What follows belongs to an exercise in optimizing a design on an open flow for small area, a short achievable clock period and few clock cycles; a production flow would make more cautious choices. RTL that was checked went through simulation tests only; none was proved equivalent to the original. Power figures rest on the tool's default switching activity, not on a simulated workload.

==> inputs of run K <==
Design midi_track_event_parser, start of the top module:
module midi_track_event_parser (
  input  logic        clk,
  input  logic        rst_n,
  input  logic        in_valid,
  output logic        in_ready,
  input  logic [7:0]  in_data_byte,
  input  logic        in_track_start,
  input  logic        in_track_end,
  output logic        out_valid,
  input  logic        out_ready,
  output logic [2:0]  out_kind,
  output logic [3:0]  out_channel,
  output logic [7:0]  out_key,
  output logic [7:0]  out_velocity,
  output logic [31:0] out_value,
  output logic        out_error_code,
  output logic        out_last
);
==> module midi_track_event_parser, before the edit <==
module midi_track_event_parser (
  input  logic        clk,
  input  logic        rst_n,
  input  logic        in_valid,
  output logic        in_ready,
  input  logic [7:0]  in_data_byte,
  input  logic        in_track_start,
  input  logic        in_track_end,
  output logic        out_valid,
  input  logic        out_ready,
  output logic [2:0]  out_kind,
  output logic [3:0]  out_channel,
  output logic [7:0]  out_key,
  output logic [7:0]  out_velocity,
  output logic [31:0] out_value,
  output logic        out_error_code,
  output logic        out_last
);
  logic [2:0]  ph_r, ph_e, ph_c;
  logic [7:0]  st_r;
  logic [1:0]  cn_r, cn_e;
  logic        m51_r;
  logic [7:0]  y_hi_r;
  logic [27:0] y, y_nxt;
  logic [31:0] x_nxt;
  logic [7:0]  b;
  logic        take, pop, go, vl_done, y_one, is_f, run_ch;
  logic [27:0] vlq_y;
  logic        r0_v, r0_ec, r1_v, mid, tr_only;
  logic [2:0]  r0_k;
  assign b    = in_data_byte;
  assign take = in_valid && in_ready;
  assign pop  = out_valid && out_ready;
  assign y    = {y_hi_r, out_channel, out_key, out_velocity};
  assign ph_e = in_track_start ? PH_DELTA : ph_r;
  assign cn_e = in_track_start ? 2'd0 : cn_r;
  assign is_f = (st_r[7:4] == 4'hf);
  assign go      = (cn_e != 2'd0);
  assign vlq_y   = {y[20:0], b[6:0]};
  assign vl_done = !b[7] || (cn_e == 2'd3);
  assign y_one   = (y == 28'd1);
  assign run_ch  = !b[7] && st_r[7] && !(is_f && st_r[3]);
  always_comb begin
    ph_c  = ph_e;
    r0_v  = 1'b0;
    r0_k  = KIND_DELTA;
    r0_ec = 1'b0;
    case (ph_e)
      PH_DELTA: begin
        if (vl_done) begin
          ph_c = PH_STATUS;
          r0_v = 1'b1;
        end
      end
      PH_STATUS: begin
        if (b[7]) begin
          if (b[7:4] == 4'hf) ph_c = b[3] ? PH_METATYPE : PH_LEN;
          else ph_c = PH_DATA1;
        end else if (!st_r[7]) begin
          ph_c  = PH_HALT;
          r0_v  = 1'b1;
          r0_k  = KIND_ERR;
          r0_ec = 1'b1;
        end else if (is_f) begin
          if (st_r[3]) ph_c = PH_LEN;
          else ph_c = (b[6:0] == 7'd0) ? PH_DELTA : PH_BODY;
        end else begin
          ph_c = (st_r[7:5] == 3'b110) ? PH_DELTA : PH_DATA2;
        end
      end
      PH_DATA1: ph_c = (st_r[7:5] == 3'b110) ? PH_DELTA : PH_DATA2;
      PH_DATA2: begin
        ph_c = PH_DELTA;
        if (st_r[7:5] == 3'b100) begin
          r0_v = 1'b1;
          r0_k = (!st_r[4] || b == 8'd0) ? KIND_OFF : KIND_ON;
        end
      end
      PH_METATYPE: ph_c = PH_LEN;
      PH_LEN: begin
        if (vl_done) begin
          ph_c = (vlq_y == 28'd0) ? PH_DELTA : PH_BODY;
          r0_v = m51_r && (vlq_y == 28'd0);
          r0_k = KIND_TEMPO;
        end
      end
      PH_BODY: begin
        if (y_one) begin
          ph_c = PH_DELTA;
          r0_v = m51_r;
          r0_k = KIND_TEMPO;
        end
      end
      default: ;
    endcase
  end
  assign mid     = (ph_c != PH_DELTA && ph_c != PH_HALT) ||
                   (ph_c == PH_DELTA && ph_e == PH_DELTA && !vl_done);
  assign r1_v    = in_track_end && mid;
  assign tr_only = r1_v && !r0_v;
  always_comb begin
    x_nxt = 32'd0;
    if (take && !tr_only) begin
      if (ph_e == PH_DELTA) x_nxt = {4'd0, go ? out_value[20:0] : 21'd0, b[6:0]};
      else if (ph_e == PH_STATUS && (b[7] || (st_r[7] && !is_f))) x_nxt = out_value;
      else if (ph_e == PH_BODY) x_nxt = {out_value[23:0], b};
    end
    y_nxt = 28'd0;
    if (!tr_only) begin
      case (ph_e)
        PH_STATUS: if (run_ch) y_nxt = is_f ? {20'd0, b} : {b, 20'd0};
        PH_DATA1:  y_nxt = {b, 20'd0};
        PH_DATA2:  y_nxt = {8'd0, st_r[3:0], y_hi_r, b};
        PH_LEN:    y_nxt = vlq_y;
        PH_BODY:   y_nxt = y - 28'd1;
        default: ;
      endcase
    end
  end
  always_ff @(posedge clk) begin
    if (take || (pop && !out_last)) out_value <= x_nxt;
  end
  always_ff @(posedge clk) begin
    if (take) begin
      {y_hi_r, out_channel, out_key, out_velocity} <= y_nxt;
      if (ph_e == PH_METATYPE || ph_e == PH_STATUS)
        m51_r <= (b == 8'h51) && (ph_e == PH_METATYPE || st_r[3]);
    end
  end
  always_ff @(posedge clk) begin
    if (!rst_n) begin
      ph_r <= PH_DELTA;
      st_r <= 8'd0;
      cn_r <= 2'd0;
    end else if (take) begin
      ph_r <= in_track_end ? PH_DELTA : ph_c;
      if (in_track_start) st_r <= 8'd0;
      else if (ph_r == PH_STATUS && b[7]) st_r <= b;
      cn_r <= ((ph_e == PH_DELTA || ph_e == PH_LEN) && !vl_done && !in_track_end) ?
              cn_e + 2'd1 : 2'd0;
    end
  end
  always_ff @(posedge clk) begin
    if (!rst_n) begin
      out_valid <= 1'b0;
      out_last  <= 1'b1;
    end else if (take && (r0_v || r1_v)) begin
      out_valid <= 1'b1;
      out_last  <= !(r0_v && r1_v);
    end else if (pop) begin
      out_valid <= !out_last;
      out_last  <= 1'b1;
    end
  end
  always_ff @(posedge clk) begin
    if ((take && (r0_v || r1_v)) || pop) begin
      out_kind       <= (take && r0_v) ? r0_k : KIND_ERR;
      out_error_code <= take && r0_v && r0_ec;
    end
  end
  assign in_ready = !out_valid || (out_ready && out_last) ||
                    (ph_r == PH_STATUS && (b[7] || (st_r[7] && !is_f)) &&
                     !in_track_start && !in_track_end);
endmodule
export LEC_CHECK = 0
export CAP_MARGIN = 20
export CORE_MARGIN = 2
export CORE_UTILIZATION = 45
export SETUP_SLACK_MARGIN = 3.5
export SLEW_MARGIN = 20
create_clock -name core_clock -period 7.5 [get_ports {clk}]
standard.sh (not shown) runs the stock make flow with config.mk's settings and CLKGATE_MAP_FILE= SYNTH_SCRIPT=/design/flow/synth_recipe.tcl, a recipe that flattens the netlist after the stock synthesis.
==> flow/flow/run.sh <==
#!/bin/bash
# The standard layout (standard.sh, unchanged synthesis), with:
# - the smallest buffer (buf_1) on each port instead of the buffer that
#   buffer_ports picks by default; repair may still resize it
# - the buffers that abc inserts removed at floorplan, so that repair_design
#   buffers only where the placed netlist needs it
# Each tool's output goes to standard.log (and ORFS's own logs under orfs/).
export BUFFER_PORTS_ARGS="-buffer_cell sky130_fd_sc_hd__buf_1"
export REMOVE_ABC_BUFFERS=1
bash standard.sh > standard.log 2>&1
==> run Z: changes against run K <==
==> flow/design.v (replaced) <==
package mtep_pkg;
  localparam logic [2:0] PH_DELTA    = 3'd0;
  localparam logic [2:0] PH_STATUS   = 3'd1;
  localparam logic [2:0] PH_DATA1    = 3'd2;
  localparam logic [2:0] PH_DATA2    = 3'd3;
  localparam logic [2:0] PH_METATYPE = 3'd4;
  localparam logic [2:0] PH_LEN      = 3'd5;
  localparam logic [2:0] PH_BODY     = 3'd6;
  localparam logic [2:0] PH_HALT     = 3'd7;
  localparam logic [2:0] KIND_DELTA = 3'd0;
  localparam logic [2:0] KIND_OFF   = 3'd1;
  localparam logic [2:0] KIND_ON    = 3'd2;
  localparam logic [2:0] KIND_TEMPO = 3'd3;
  localparam logic [2:0] KIND_ERR   = 3'd4;
endpackage
import mtep_pkg::*;
module midi_track_event_parser (
  input  logic        clk,
  input  logic        rst_n,
  input  logic        in_valid,
  output logic        in_ready,
  input  logic [7:0]  in_data_byte,
  input  logic        in_track_start,
  input  logic        in_track_end,
  output logic        out_valid,
  input  logic        out_ready,
  output logic [2:0]  out_kind,
  output logic [3:0]  out_channel,
  output logic [7:0]  out_key,
  output logic [7:0]  out_velocity,
  output logic [31:0] out_value,
  output logic        out_error_code,
  output logic        out_last
);
  logic [2:0]  ph_r, ph_e, ph_c;
  logic [7:0]  st_r, st_e;
  logic [1:0]  cn_r, cn_e;
  logic        m51_r;
  logic [31:0] x_r, x_nxt;
  logic [27:0] y_r, y_nxt;
  logic        ov_r, tf_r, ec_r;
  logic [2:0]  ok_r;
  logic [7:0]  b;
  logic        take, pop, go, vl_done, y_one, is_f, run_ch;
  logic [27:0] vlq_y;
  logic        r0_v, r0_ec, r1_v, mid, tr_only;
  logic [2:0]  r0_k;
  assign b    = in_data_byte;
  assign take = in_valid && in_ready;
  assign pop  = ov_r && out_ready;
  assign ph_e = in_track_start ? PH_DELTA : ph_r;
  assign st_e = in_track_start ? 8'd0 : st_r;
  assign cn_e = in_track_start ? 2'd0 : cn_r;
  assign is_f = (st_e[7:4] == 4'hf);
  assign go      = (cn_e != 2'd0);
  assign vlq_y   = {y_r[20:0], b[6:0]};
  assign vl_done = !b[7] || (cn_e == 2'd3);
  assign y_one   = (y_r == 28'd1);
  assign run_ch  = !b[7] && st_e[7] && !(is_f && st_e[3]);
  always_comb begin
    ph_c  = ph_e;
    r0_v  = 1'b0;
    r0_k  = KIND_DELTA;
    r0_ec = 1'b0;
    case (ph_e)
      PH_DELTA: begin
        if (vl_done) begin
          ph_c = PH_STATUS;
          r0_v = 1'b1;
        end
      end
      PH_STATUS: begin
        if (b[7]) begin
          if (b[7:4] == 4'hf) ph_c = b[3] ? PH_METATYPE : PH_LEN;
          else ph_c = PH_DATA1;
        end else if (!st_e[7]) begin
          ph_c  = PH_HALT;
          r0_v  = 1'b1;
          r0_k  = KIND_ERR;
          r0_ec = 1'b1;
        end else if (is_f) begin
          if (st_e[3]) ph_c = PH_LEN;
          else ph_c = (b[6:0] == 7'd0) ? PH_DELTA : PH_BODY;
        end else begin
          ph_c = (st_e[7:5] == 3'b110) ? PH_DELTA : PH_DATA2;
        end
      end
      PH_DATA1: ph_c = (st_e[7:5] == 3'b110) ? PH_DELTA : PH_DATA2;
      PH_DATA2: begin
        ph_c = PH_DELTA;
        if (st_e[7:5] == 3'b100) begin
          r0_v = 1'b1;
          r0_k = (!st_e[4] || b == 8'd0) ? KIND_OFF : KIND_ON;
        end
      end
      PH_METATYPE: ph_c = PH_LEN;
      PH_LEN: begin
        if (vl_done) begin
          ph_c = (vlq_y == 28'd0) ? PH_DELTA : PH_BODY;
          r0_v = m51_r && (vlq_y == 28'd0);
          r0_k = KIND_TEMPO;
        end
      end
      PH_BODY: begin
        if (y_one) begin
          ph_c = PH_DELTA;
          r0_v = m51_r;
          r0_k = KIND_TEMPO;
        end
      end
      default: ;
    endcase
  end
  assign mid     = (ph_c != PH_DELTA && ph_c != PH_HALT) ||
                   (ph_c == PH_DELTA && ph_e == PH_DELTA && !vl_done);
  assign r1_v    = in_track_end && mid;
  assign tr_only = r1_v && !r0_v;
  always_comb begin
    x_nxt = 32'd0;
    if (take && !tr_only) begin
      if (ph_e == PH_DELTA) x_nxt = {4'd0, go ? x_r[20:0] : 21'd0, b[6:0]};
      else if (ph_e == PH_BODY) x_nxt = {x_r[23:0], b};
    end
    y_nxt = 28'd0;
    if (!tr_only) begin
      case (ph_e)
        PH_STATUS: if (run_ch) y_nxt = {16'd0, is_f ? 4'd0 : st_e[3:0], b};
        PH_DATA1:  y_nxt = {16'd0, st_e[3:0], b};
        PH_DATA2:  y_nxt = {y_r[19:0], b};
        PH_LEN:    y_nxt = vlq_y;
        PH_BODY:   y_nxt = y_r - 28'd1;
        default: ;
      endcase
    end
  end
  always_ff @(posedge clk) begin
    if (take || (pop && tf_r)) x_r <= x_nxt;
  end
  always_ff @(posedge clk) begin
    if (take) begin
      y_r <= y_nxt;
      if (ph_e == PH_METATYPE || ph_e == PH_STATUS)
        m51_r <= (b == 8'h51) && (ph_e == PH_METATYPE || st_e[3]);
    end
  end
  always_ff @(posedge clk) begin
    if (!rst_n) begin
      ph_r <= PH_DELTA;
      st_r <= 8'd0;
      cn_r <= 2'd0;
    end else if (take) begin
      ph_r <= in_track_end ? PH_DELTA : ph_c;
      st_r <= (ph_e == PH_STATUS && b[7]) ? b : st_e;
      cn_r <= ((ph_e == PH_DELTA || ph_e == PH_LEN) && !vl_done && !in_track_end) ?
              cn_e + 2'd1 : 2'd0;
    end
  end
  always_ff @(posedge clk) begin
    if (!rst_n) begin
      ov_r <= 1'b0;
      tf_r <= 1'b0;
    end else if (take && (r0_v || r1_v)) begin
      ov_r <= 1'b1;
      tf_r <= r0_v && r1_v;
    end else if (pop) begin
      ov_r <= tf_r;
      tf_r <= 1'b0;
    end
  end
  always_ff @(posedge clk) begin
    if (take && (r0_v || r1_v)) begin
      ok_r <= r0_v ? r0_k : KIND_ERR;
      ec_r <= r0_v && r0_ec;
    end else if (pop) begin
      ok_r <= KIND_ERR;
      ec_r <= 1'b0;
    end
  end
  assign in_ready       = !ov_r || (out_ready && !tf_r);
  assign out_valid      = ov_r;
  assign out_kind       = ok_r;
  assign out_channel    = y_r[19:16];
  assign out_key        = y_r[15:8];
  assign out_velocity   = y_r[7:0];
  assign out_value      = x_r;
  assign out_error_code = ec_r;
  assign out_last       = !tf_r;
endmodule
==> flow/flow/run.sh (replaced) <==
#!/bin/bash
# Standard layout, with the smallest buffer on each port.
cp standard.sh standard_sh.txt
export BUFFER_PORTS_ARGS="-buffer_cell sky130_fd_sc_hd__buf_1"
bash standard.sh > standard.log 2>&1
--- a/flow/config.mk
+++ b/flow/config.mk
@@ -7,6 +7,6 @@
 export LEC_CHECK = 0
 export CAP_MARGIN = 20
 export CORE_MARGIN = 2
-export CORE_UTILIZATION = 45
+export CORE_UTILIZATION = 40
 export SETUP_SLACK_MARGIN = 3.5
 export SLEW_MARGIN = 20
==> run C: changes against run K <==
==> flow/design.v (replaced) <==
package mtep_pkg;
  localparam logic [2:0] PH_DELTA    = 3'd0;
  localparam logic [2:0] PH_STATUS   = 3'd1;
  localparam logic [2:0] PH_DATA1    = 3'd2;
  localparam logic [2:0] PH_DATA2    = 3'd3;
  localparam logic [2:0] PH_METATYPE = 3'd4;
  localparam logic [2:0] PH_LEN      = 3'd5;
  localparam logic [2:0] PH_BODY     = 3'd6;
  localparam logic [2:0] PH_HALT     = 3'd7;
  localparam logic [2:0] KIND_DELTA = 3'd0;
  localparam logic [2:0] KIND_OFF   = 3'd1;
  localparam logic [2:0] KIND_ON    = 3'd2;
  localparam logic [2:0] KIND_TEMPO = 3'd3;
  localparam logic [2:0] KIND_ERR   = 3'd4;
endpackage
import mtep_pkg::*;
module midi_track_event_parser (
  input  logic        clk,
  input  logic        rst_n,
  input  logic        in_valid,
  output logic        in_ready,
  input  logic [7:0]  in_data_byte,
  input  logic        in_track_start,
  input  logic        in_track_end,
  output logic        out_valid,
  input  logic        out_ready,
  output logic [2:0]  out_kind,
  output logic [3:0]  out_channel,
  output logic [7:0]  out_key,
  output logic [7:0]  out_velocity,
  output logic [31:0] out_value,
  output logic        out_error_code,
  output logic        out_last
);
  logic [2:0]  ph_r, ph_e, ph_c;
  logic [7:0]  st_r;
  logic [1:0]  cn_r, cn_e;
  logic        m51_r;
  logic [7:0]  y_hi_r;
  logic [27:0] y, y_nxt;
  logic [31:0] x_nxt;
  logic [7:0]  b;
  logic        te, take, pop, go, vl_done, y_one, len_z, is_f, one_data, run_any;
  logic [27:0] vlq_y;
  logic        r0_v, r0_ec, word, mid, two, x_keep, y_keep;
  logic [2:0]  r0_k;
  assign b    = in_data_byte;
  assign te   = in_track_end;
  assign take = in_valid && in_ready;
  assign pop  = out_valid && out_ready;
  assign y    = {y_hi_r, out_channel, out_key, out_velocity};
  assign ph_e = in_track_start ? PH_DELTA : ph_r;
  assign cn_e = in_track_start ? 2'd0 : cn_r;
  assign is_f = (st_r[7:4] == 4'hf);
  assign one_data = (st_r[7:5] == 3'b110);
  assign go      = (cn_e != 2'd0);
  assign vlq_y   = {y[20:0], b[6:0]};
  assign vl_done = !b[7] || (cn_e == 2'd3);
  assign len_z   = (y[20:0] == 21'd0) && (b[6:0] == 7'd0);
  assign y_one   = (y == 28'd1);
  assign run_any = !b[7] && st_r[7] && !(is_f && st_r[3]);
  always_comb begin
    ph_c  = ph_e;
    r0_v  = 1'b0;
    r0_k  = KIND_DELTA;
    r0_ec = 1'b0;
    mid   = 1'b1;
    word  = te;
    case (ph_e)
      PH_DELTA: begin
        if (vl_done) ph_c = PH_STATUS;
        r0_v = vl_done;
        word = vl_done || te;
      end
      PH_STATUS: begin
        if (b[7]) begin
          if (b[7:4] == 4'hf) ph_c = b[3] ? PH_METATYPE : PH_LEN;
          else ph_c = PH_DATA1;
        end else if (!st_r[7]) begin
          ph_c  = PH_HALT;
          mid   = 1'b0;
        end else if (is_f) begin
          if (st_r[3]) ph_c = PH_LEN;
          else begin
            ph_c = (b[6:0] == 7'd0) ? PH_DELTA : PH_BODY;
            mid  = (b[6:0] != 7'd0);
          end
        end else begin
          ph_c = one_data ? PH_DELTA : PH_DATA2;
          mid  = !one_data;
        end
        r0_v  = !b[7] && !st_r[7];
        r0_k  = KIND_ERR;
        r0_ec = 1'b1;
        word  = (te && mid) || (!b[7] && !st_r[7]);
      end
      PH_DATA1: begin
        ph_c = one_data ? PH_DELTA : PH_DATA2;
        mid  = !one_data;
        word = te && !one_data;
      end
      PH_DATA2: begin
        ph_c = PH_DELTA;
        mid  = 1'b0;
        r0_v = (st_r[7:5] == 3'b100);
        r0_k = (!st_r[4] || b == 8'd0) ? KIND_OFF : KIND_ON;
        word = (st_r[7:5] == 3'b100);
      end
      PH_METATYPE: ph_c = PH_LEN;
      PH_LEN: begin
        if (vl_done) ph_c = len_z ? PH_DELTA : PH_BODY;
        mid  = !(vl_done && len_z);
        r0_v = m51_r && vl_done && len_z;
        r0_k = KIND_TEMPO;
        word = vl_done && len_z ? m51_r : te;
      end
      PH_BODY: begin
        if (y_one) ph_c = PH_DELTA;
        mid  = !y_one;
        r0_v = m51_r && y_one;
        r0_k = KIND_TEMPO;
        word = y_one ? m51_r : te;
      end
      default: begin
        mid  = 1'b0;
        word = 1'b0;
      end
    endcase
  end
  assign two = te && ph_e == PH_DELTA && vl_done;
  assign x_keep = (ph_e == PH_DELTA) ? vl_done : (ph_e == PH_BODY && y_one);
  assign y_keep = (ph_e == PH_DATA2);
  always_comb begin
    x_nxt = 32'd0;
    if (out_last && !(te && !x_keep)) begin
      if (ph_e == PH_DELTA) x_nxt = {4'd0, go ? out_value[20:0] : 21'd0, b[6:0]};
      else if (ph_e == PH_BODY) x_nxt = {out_value[23:0], b};
    end
    y_nxt = 28'd0;
    if (!(te && !y_keep)) begin
      case (ph_e)
        PH_STATUS: if (run_any) y_nxt = {20'd0, is_f ? 4'd0 : st_r[3:0], b};
        PH_DATA1:  y_nxt = {20'd0, st_r[3:0], b};
        PH_DATA2:  y_nxt = {8'd0, y[11:0], b};
        PH_LEN:    y_nxt = vlq_y;
        PH_BODY:   y_nxt = y - 28'd1;
        default: ;
      endcase
    end
  end
  always_ff @(posedge clk) begin
    if (take || (pop && !out_last)) out_value <= x_nxt;
  end
  always_ff @(posedge clk) begin
    if (take) begin
      {y_hi_r, out_channel, out_key, out_velocity} <= y_nxt;
      if (ph_e == PH_METATYPE || ph_e == PH_STATUS)
        m51_r <= (b == 8'h51) && (ph_e == PH_METATYPE || st_r[3]);
    end
  end
  always_ff @(posedge clk) begin
    if (!rst_n) begin
      ph_r <= PH_DELTA;
      st_r <= 8'd0;
      cn_r <= 2'd0;
    end else if (take) begin
      ph_r <= te ? PH_DELTA : ph_c;
      if (in_track_start) st_r <= 8'd0;
      else if (ph_r == PH_STATUS && b[7]) st_r <= b;
      cn_r <= ((ph_e == PH_DELTA || ph_e == PH_LEN) && !vl_done && !te) ?
              cn_e + 2'd1 : 2'd0;
    end
  end
  always_ff @(posedge clk) begin
    if (!rst_n) begin
      out_valid <= 1'b0;
      out_last  <= 1'b1;
    end else begin
      out_valid <= (take && word) || (out_valid && !(pop && out_last));
      out_last  <= !(take && two) && (out_last || pop);
    end
  end
  always_ff @(posedge clk) begin
    if (!out_valid || pop) begin
      out_kind       <= (r0_v && out_last) ? r0_k : KIND_ERR;
      out_error_code <= r0_v && r0_ec && out_last;
    end
  end
  assign in_ready = !out_valid || (out_ready && out_last);
endmodule
--- a/flow/config.mk
+++ b/flow/config.mk
@@ -8,5 +8,5 @@
 export CAP_MARGIN = 20
 export CORE_MARGIN = 2
 export CORE_UTILIZATION = 45
-export SETUP_SLACK_MARGIN = 3.5
+export SETUP_SLACK_MARGIN = 4.0
 export SLEW_MARGIN = 20
==> results.txt <==
Against run Z, the clock power of run C is lower by about 27%. The highest global-route usage belongs to run K, the lowest to run Z. Maximum frequency, lowest first: run K, run Z, run C. In run K the worst setup slack is worse than in run C, by 500 ps. Run C finished with timing, DRC and antenna clean. Run Z went through all stages and came out clean. Run K ran to the end with no violations. Combinational power: run C < run Z < run K. The lowest die area belongs to run C, the highest to run Z. Sequential power is about the same in run C and run K. In run Z the total power is larger than in run K, by about 9%. In run C the cell count is smaller than in run K, by about 10%.
Testbench counts of run K, summed over its fixed seeds: cycles 32,415.
Testbench counts of run C, summed over its fixed seeds: cycles 32,983.
The RTL of run Z was laid out without a check of its function.

-- what the ideal ports hide --
No port has a modelled driver above. Below, the same layouts with a new extraction and two added sets of constraints. Step 1 assumes that a clkbuf_16 drives the clock port and a buf_2 every other input. Step 2, shift: input delay + t, output delay - t, t = (earliest + latest rising clock arrival at the registers) / 2. This alone moves slack from input paths to output paths. a / b / c = no drivers / after step 1 / after step 2; a / b = the first two.
run	t (ns)	setup slack, ns	hold WS [ns]
run K	0.390	3.549 / 3.530 / 3.163	0.479 / 0.479 / 0.479
run Z	0.372	3.572 / 3.592 / 3.219	0.509 / 0.509 / 0.509
run C	0.396	4.045 / 4.013 / 3.659	0.517 / 0.517 / 0.517
After both steps setup and hold are still met in every run listed.
